This is an optimization exercise on Yosys and OpenROAD, whose aim is small area, a short achievable clock period and few clock cycles per item, not a production implementation. Function was checked by simulation only, so behaviour that the tests miss may differ from the original. The clock port is modelled as an ideal driver; clocking choices that lean on that would not hold on a real chip. Power figures rest on the tool's default switching activity, not on a simulated workload.

Setup of nickel:
==> flow/design.v (excerpt) <==
module alpha_compositor
(
	input logic clk,
	input logic reset,
	input logic src_valid,
	output logic src_ready,
	input blend_pkg::pixel_addr_t src_addr,
	input blend_pkg::channel_t src_r,
	input blend_pkg::channel_t src_g,
	input blend_pkg::channel_t src_b,
	input blend_pkg::channel_t src_a,
	input logic src_last,
	output logic wb_cyc,
	output logic wb_stb,
	output logic wb_we,
	output blend_pkg::pixel_addr_t wb_adr,
	output blend_pkg::rgb_t wb_dat_w,
	input blend_pkg::rgb_t wb_dat_r,
	input logic wb_ack,
	output logic frame_done
);
clock: 8.0 ns
lec_check: 0
cap_margin: 20
core_margin: 2
core_utilization: 40
setup_slack_margin: 5
slew_margin: 20
run.sh (not shown) runs the stock make flow with config.mk's settings and CLKGATE_MAP_FILE= SYNTH_SCRIPT=/design/flow/synth_recipe.tcl, a recipe that flattens the netlist after the stock synthesis.
Testbench counts of nickel, summed over its fixed seeds: cycles 34,519, pixels 5,905.
Here is what was changed in the inputs of maple compared with nickel.
# nickel
export LEC_CHECK = 0
export CAP_MARGIN = 20
export CORE_MARGIN = 2
export CORE_UTILIZATION = 40
export SETUP_SLACK_MARGIN = 5
export SLEW_MARGIN = 20
create_clock -name core_clock -period 8.0 [get_ports {clk}]
# maple
export LEC_CHECK = 0
export CAP_MARGIN = 20
export CORE_MARGIN = 2
export CORE_UTILIZATION = 65
export CTS_BUF_LIST = sky130_fd_sc_hd__clkbuf_4 sky130_fd_sc_hd__clkbuf_8
export PLACE_DENSITY = 0.75
export SETUP_SLACK_MARGIN = 5
export SLEW_MARGIN = 20
export TNS_END_PERCENT = 0
create_clock -name core_clock -period 8.0 [get_ports {clk}]
==> flow/flow/run.sh (new file) <==
#!/bin/bash
# Standard layout, with the port buffers the standard flow's flow inserts made from
# the smallest plain buffer; repair still resizes any that timing needs.
set -euo pipefail
export BUFFER_PORTS_ARGS="-buffer_cell sky130_fd_sc_hd__buf_1"
bash standard.sh > standard_flow.log 2>&1
==> flow/standard.sh (new file) <==
#!/bin/bash
# synth_recipe.tcl (not shown) runs the flow's synth.tcl, then flattens the netlist and writes it again
# the make line also repeats each setting of config.mk as NAME=value (left out here)
make -C /OpenROAD-flow-scripts/flow DESIGN_CONFIG=/design/flow/config.mk WORK_HOME=/design/flow/orfs CLKGATE_MAP_FILE= SYNTH_SCRIPT=/design/flow/synth_recipe.tcl "${@:-finish}"
removed: flow/run.sh
[summary]
- Heaviest power group: combinational cells -> nickel, sequential cells -> maple
- s1n0[13] as the launch point of the critical path was reported by nickel, and s1n1[8] by maple.
- met2 usage ended up 11 points higher on maple than on nickel.
- Fraction of final layout cells with drive strength greater than 1 in maple vs nickel: down 8.5 points
- maple ends up with a routed metal-1 wire length that is about 11% lower than in nickel.
- Final cell count: nickel and maple compared, higher one is nickel
- For the non-clock buffering overhead in the final layout, maple came in 7.3 points lower than nickel did.
- Looking at total iterations of the first detailed-routing run, maple sits below nickel.
### maple -> willow
# maple
export LEC_CHECK = 0
export CAP_MARGIN = 20
export CORE_MARGIN = 2
export CORE_UTILIZATION = 65
export CTS_BUF_LIST = sky130_fd_sc_hd__clkbuf_4 sky130_fd_sc_hd__clkbuf_8
export PLACE_DENSITY = 0.75
export SETUP_SLACK_MARGIN = 5
export SLEW_MARGIN = 20
export TNS_END_PERCENT = 0
create_clock -name core_clock -period 8.0 [get_ports {clk}]
# willow
export LEC_CHECK = 0
export ABC_AREA = 1
export CAP_MARGIN = 20
export CORE_MARGIN = 2
export CORE_UTILIZATION = 40
export CTS_BUF_LIST = sky130_fd_sc_hd__clkbuf_4 sky130_fd_sc_hd__clkbuf_8
export SETUP_SLACK_MARGIN = 5
export SLEW_MARGIN = 20
export TNS_END_PERCENT = 0
create_clock -name core_clock -period 8.0 [get_ports {clk}]
==> notes.md <==
- maple ended up with adder cells as its largest family of logic cells by synthesized area; willow ended up with simple AND/OR/NAND/NOR gates.
- Changes observed in willow relative to maple: largest fanout on the critical path now larger, multi-input combinational gate total moved up, synthesized area per cell went down 34%.
> inputs changed (willow -> fjord)
# willow
export LEC_CHECK = 0
export ABC_AREA = 1
export CAP_MARGIN = 20
export CORE_MARGIN = 2
export CORE_UTILIZATION = 40
export CTS_BUF_LIST = sky130_fd_sc_hd__clkbuf_4 sky130_fd_sc_hd__clkbuf_8
export SETUP_SLACK_MARGIN = 5
export SLEW_MARGIN = 20
export TNS_END_PERCENT = 0
create_clock -name core_clock -period 8.0 [get_ports {clk}]
# fjord
export LEC_CHECK = 0
export CAP_MARGIN = 20
export CORE_MARGIN = 2
export CORE_UTILIZATION = 40
export CTS_BUF_LIST = sky130_fd_sc_hd__clkbuf_4 sky130_fd_sc_hd__clkbuf_8
export SETUP_SLACK_MARGIN = 5
export SLEW_MARGIN = 20
export TNS_END_PERCENT = 0
create_clock -name core_clock -period 8.0 [get_ports {clk}]
--- outcome ---
[fjord] via count fell 1569 relative to willow. Wire length of the first global-routing pass (willow / fjord): 1.2. In summary, fjord completed successfully, with a layout that passed the timing, design-rule and antenna checks. fjord: combinational power is 45% lower than what willow reported. The higher flip-flop and latch power of fjord and willow is in willow. Compared with willow, total wire length after detailed routing in fjord decreased by more than 10%. When the final numbers for fjord and willow were put side by side, the final-stage net count turned out to be greater in willow. Comparing fjord against willow, there is no change at all in number of buffers between clock root and the deepest sink.

---

## v7
alpha_compositor, a different RTL version from the one above (not shown whole).
Size: roughly 570 cells after synthesis, roughly 150 flip-flops, about 110 I/O pins, about 0.0079 mm2 of cells after synthesis.
## alpha_compositor
module alpha_compositor
(
	input logic clk,
	input logic reset,
	input logic src_valid,
	output logic src_ready,
	input blend_pkg::pixel_addr_t src_addr,
	input blend_pkg::channel_t src_r,
	input blend_pkg::channel_t src_g,
	input blend_pkg::channel_t src_b,
	input blend_pkg::channel_t src_a,
	input logic src_last,
	output logic wb_cyc,
	output logic wb_stb,
	output logic wb_we,
	output blend_pkg::pixel_addr_t wb_adr,
	output blend_pkg::rgb_t wb_dat_w,
	input blend_pkg::rgb_t wb_dat_r,
	input logic wb_ack,
	output logic frame_done
);
	logic busy;
	logic wlast;        
	logic bv;
	logic [23:0] b_s;
	logic [7:0] b_a;
	logic [23:0] b_d;
	logic [11:0] b_addr;
	logic b_last;
	logic [2:0] k1;     
	logic s1v;
	logic [15:0] s1n0;
	logic [15:0] s1n1;
	logic rdy;          
	logic hz;           
	logic rd_ack;
	logic wr_ack;
	logic free;
	logic wb_free;
	logic pv;
	logic b_done;
	logic issue_r;
	logic issue_w;
	logic load_b;
	logic s1_take;
	logic s1_load;
	logic [7:0] ch_s;
	logic [7:0] ch_d;
	logic [15:0] ch_n0;
	logic [15:0] ch_n1;
	logic [7:0] ch_q;
	assign wb_cyc = busy;
	assign wb_stb = busy;
	assign src_ready = rdy;
	assign rd_ack = busy && !wb_we && wb_ack;
	assign wr_ack = busy && wb_we && wb_ack;
	assign free = !busy || wr_ack;
	assign wb_free = !(busy && wb_we) || wb_ack;
	assign pv = src_valid && !rdy;
	assign b_done = bv && (k1 == 3'd0);
	assign issue_r = free && pv;
	assign issue_w = (rd_ack && bv) || (free && !pv && b_done);
	assign load_b = rd_ack && !hz;
	assign s1_take = s1v && wb_free;
	assign s1_load = (k1 != 3'd0) && (!s1v || s1_take);
	assign ch_s = b_s[23:16];
	assign ch_d = b_d[23:16];
  ...
clock: 8.0 ns
lec_check: 0
cap_margin: 20
core_margin: 2
core_utilization: 40
cts_buf_list: sky130_fd_sc_hd__clkbuf_4 sky130_fd_sc_hd__clkbuf_8
setup_slack_margin: 5
slew_margin: 20
tns_end_percent: 0
standard.sh (not shown) runs the stock make flow with config.mk's settings and CLKGATE_MAP_FILE= SYNTH_SCRIPT=/design/flow/synth_recipe.tcl, a recipe that flattens the netlist after the stock synthesis.
==> flow/flow/run.sh <==
#!/bin/bash
# Standard layout, with two changes to how it is made:
#  - the port buffers the standard flow's flow inserts are made from the smallest plain
#    buffer; repair still resizes any that timing needs;
#  - the full and half adder cells are kept out, so abc maps the adder
#    trees from plain gates.
set -euo pipefail
export BUFFER_PORTS_ARGS="-buffer_cell sky130_fd_sc_hd__buf_1"
export DONT_USE_CELLS="sky130_fd_sc_hd__fa_1 sky130_fd_sc_hd__fa_2 sky130_fd_sc_hd__fa_4 sky130_fd_sc_hd__ha_1 sky130_fd_sc_hd__ha_2 sky130_fd_sc_hd__ha_4"
bash standard.sh > standard_flow.log 2>&1
Testbench counts of v7, summed over its fixed seeds: cycles 34,519, pixels 5,905.
Modified inputs, v47 compared to v7
==> flow/flow/run.sh <==
#!/bin/bash
# Standard layout, with two changes to how it is made:
#  - the port buffers the standard flow's flow inserts are made from the smallest plain
#    buffer; repair still resizes any that timing needs;
#  - after CTS, cells off the critical paths are sized down again
#    (flow/post_cts.tcl).
set -euo pipefail
export BUFFER_PORTS_ARGS="-buffer_cell sky130_fd_sc_hd__buf_1"
export POST_CTS_TCL="$PWD/flow/post_cts.tcl"
bash standard.sh > standard_flow.log 2>&1
==> flow/flow/post_cts.tcl (new file) <==
# After CTS repair: size down cells off the critical paths (power recovery),
# keeping every path's slack above the worst one found so far.
set ws [worst_slack -max]
puts "post_cts: worst setup slack before recovery $ws"
repair_timing -recover_power 100 -setup_margin [expr {$ws - 0.02}] -verbose
detailed_placement
check_placement -verbose
puts "post_cts: worst setup slack after recovery [worst_slack -max]"
Results
- Relative to v7, v47 degrades post-layout minimum cycle time.
- Going from v7 to v47, number of buffers and inverters on the critical path rose by 2; worst setup slack fell by 7.7 ps; highest net fanout along the worst path higher.
The following lists how v5 was set up differently from v47:
- PLACE_DENSITY newly set to 0.8
- CORE_UTILIZATION changed from 40 to 60
diff --git a/flow/flow/run.sh b/flow/flow/run.sh
--- a/flow/flow/run.sh
+++ b/flow/flow/run.sh
@@ -4,3 +4,3 @@
 #    buffer; repair still resizes any that timing needs;
-#  - after CTS, cells off the critical paths are sized down again
+#  - after CTS, one more setup repair pass on the worst path
 #    (flow/post_cts.tcl).
==> flow/flow/post_cts.tcl <==
puts "post_cts: worst setup slack before [worst_slack -max]"
repair_timing -setup -setup_margin 5.6 -repair_tns 0 -verbose
detailed_placement
check_placement -verbose
puts "post_cts: worst setup slack after [worst_slack -max]"
### Flow results
Per the comparison of v5 with v47, power share of the clock group now smaller, total power increased by about 1.3% relative to the old numbers, cell count now smaller. Between v5 and v47, the reported leakage power figures differ only marginally. Between v47 and v5, the clock skew figures differ only marginally.
### v5 -> v1
- swapping 60 for 40 in CORE_UTILIZATION
- clearing PLACE_DENSITY, which used to be 0.8
[summary]
- v5 → v1: post-layout instance area moved up, power share of the sequential group up 0.7 points, non-clock buffer count went up by about 3%, number of enable-type register cells in the synthesized netlist has remained practically unchanged, aggregate negative setup slack essentially unchanged.
- Lower buffering stage count on the worst path with inverters included goes to v1 over v5.
Changes in v8 relative to v1:
- CTS_CLUSTER_DIAMETER: unset -> 200
- CTS_BUF_LIST: sky130_fd_sc_hd__clkbuf_4 sky130_fd_sc_hd__clkbuf_8 -> sky130_fd_sc_hd__clkbuf_8 sky130_fd_sc_hd__clkbuf_16
- CTS_CLUSTER_SIZE: unset -> 40
==> flow/flow/run.sh <==
#!/bin/bash
# Standard layout, with the port buffers the standard flow's flow inserts made from
# the smallest plain buffer; repair still resizes any that timing needs.
set -euo pipefail
export BUFFER_PORTS_ARGS="-buffer_cell sky130_fd_sc_hd__buf_1"
bash standard.sh > standard_flow.log 2>&1
removed: flow/flow/post_cts.tcl
### Flow results
The higher worst hold slack of v1 and v8 is in v1.
Taking v1 as the reference, in v8 part of the cycle the worst path needs rose by 0.58 points; number of cells in the finished layout apart from fillers has decreased; ratio of cells with drive above 1 in the final layout decreased by 0.74 points relative to the old numbers; final area now sits higher.

==> re-timing with driven ports <==
In the flow no input, the clock included, has a driving cell. The finished layouts below were timed again as built, in two steps.
Step 1 (the two cells are an assumption about what drives the block):
set clk [get_ports {clk}]
set_driving_cell -lib_cell sky130_fd_sc_hd__clkbuf_16 $clk
set_driving_cell -lib_cell sky130_fd_sc_hd__buf_2 [delete_from_list [all_inputs] $clk]
Step 2 also shifts input and output timing later by t, the mid clock arrival at the registers, as if the neighbouring blocks saw the same clock.
a / b / c = ideal ports / drivers / drivers and shift; a / b = the first two.
| run | shift t [ns] | slack for setup (ns) | pins driven straight from the clock port |
|---|---|---|---|
| nickel | 0.463 | 4.817 / 4.817 / 4.667 | 1 |
| maple | 0.474 | 4.803 / 4.803 / 4.422 | 1 |
| willow | 0.476 | 4.937 / 4.937 / 4.662 | 1 |
| fjord | 0.488 | 4.837 / 4.837 / 4.447 | 1 |
| v7 | 0.482 | 4.886 / 4.886 / 4.547 | 1 |
| v47 | 0.481 | 4.878 / 4.878 / 4.558 | 1 |
| v5 | 0.491 | 4.921 / 4.921 / 4.516 | 1 |
| v1 | 0.485 | 4.933 / 4.933 / 4.598 | 1 |
| v8 | 0.465 | 4.886 / 4.886 / 4.594 | 1 |
After both steps every run listed still meets setup and hold. For v5, which loses most, drivers alone change the setup slack by 0.000 ns; drivers and shift together by -0.405 ns.
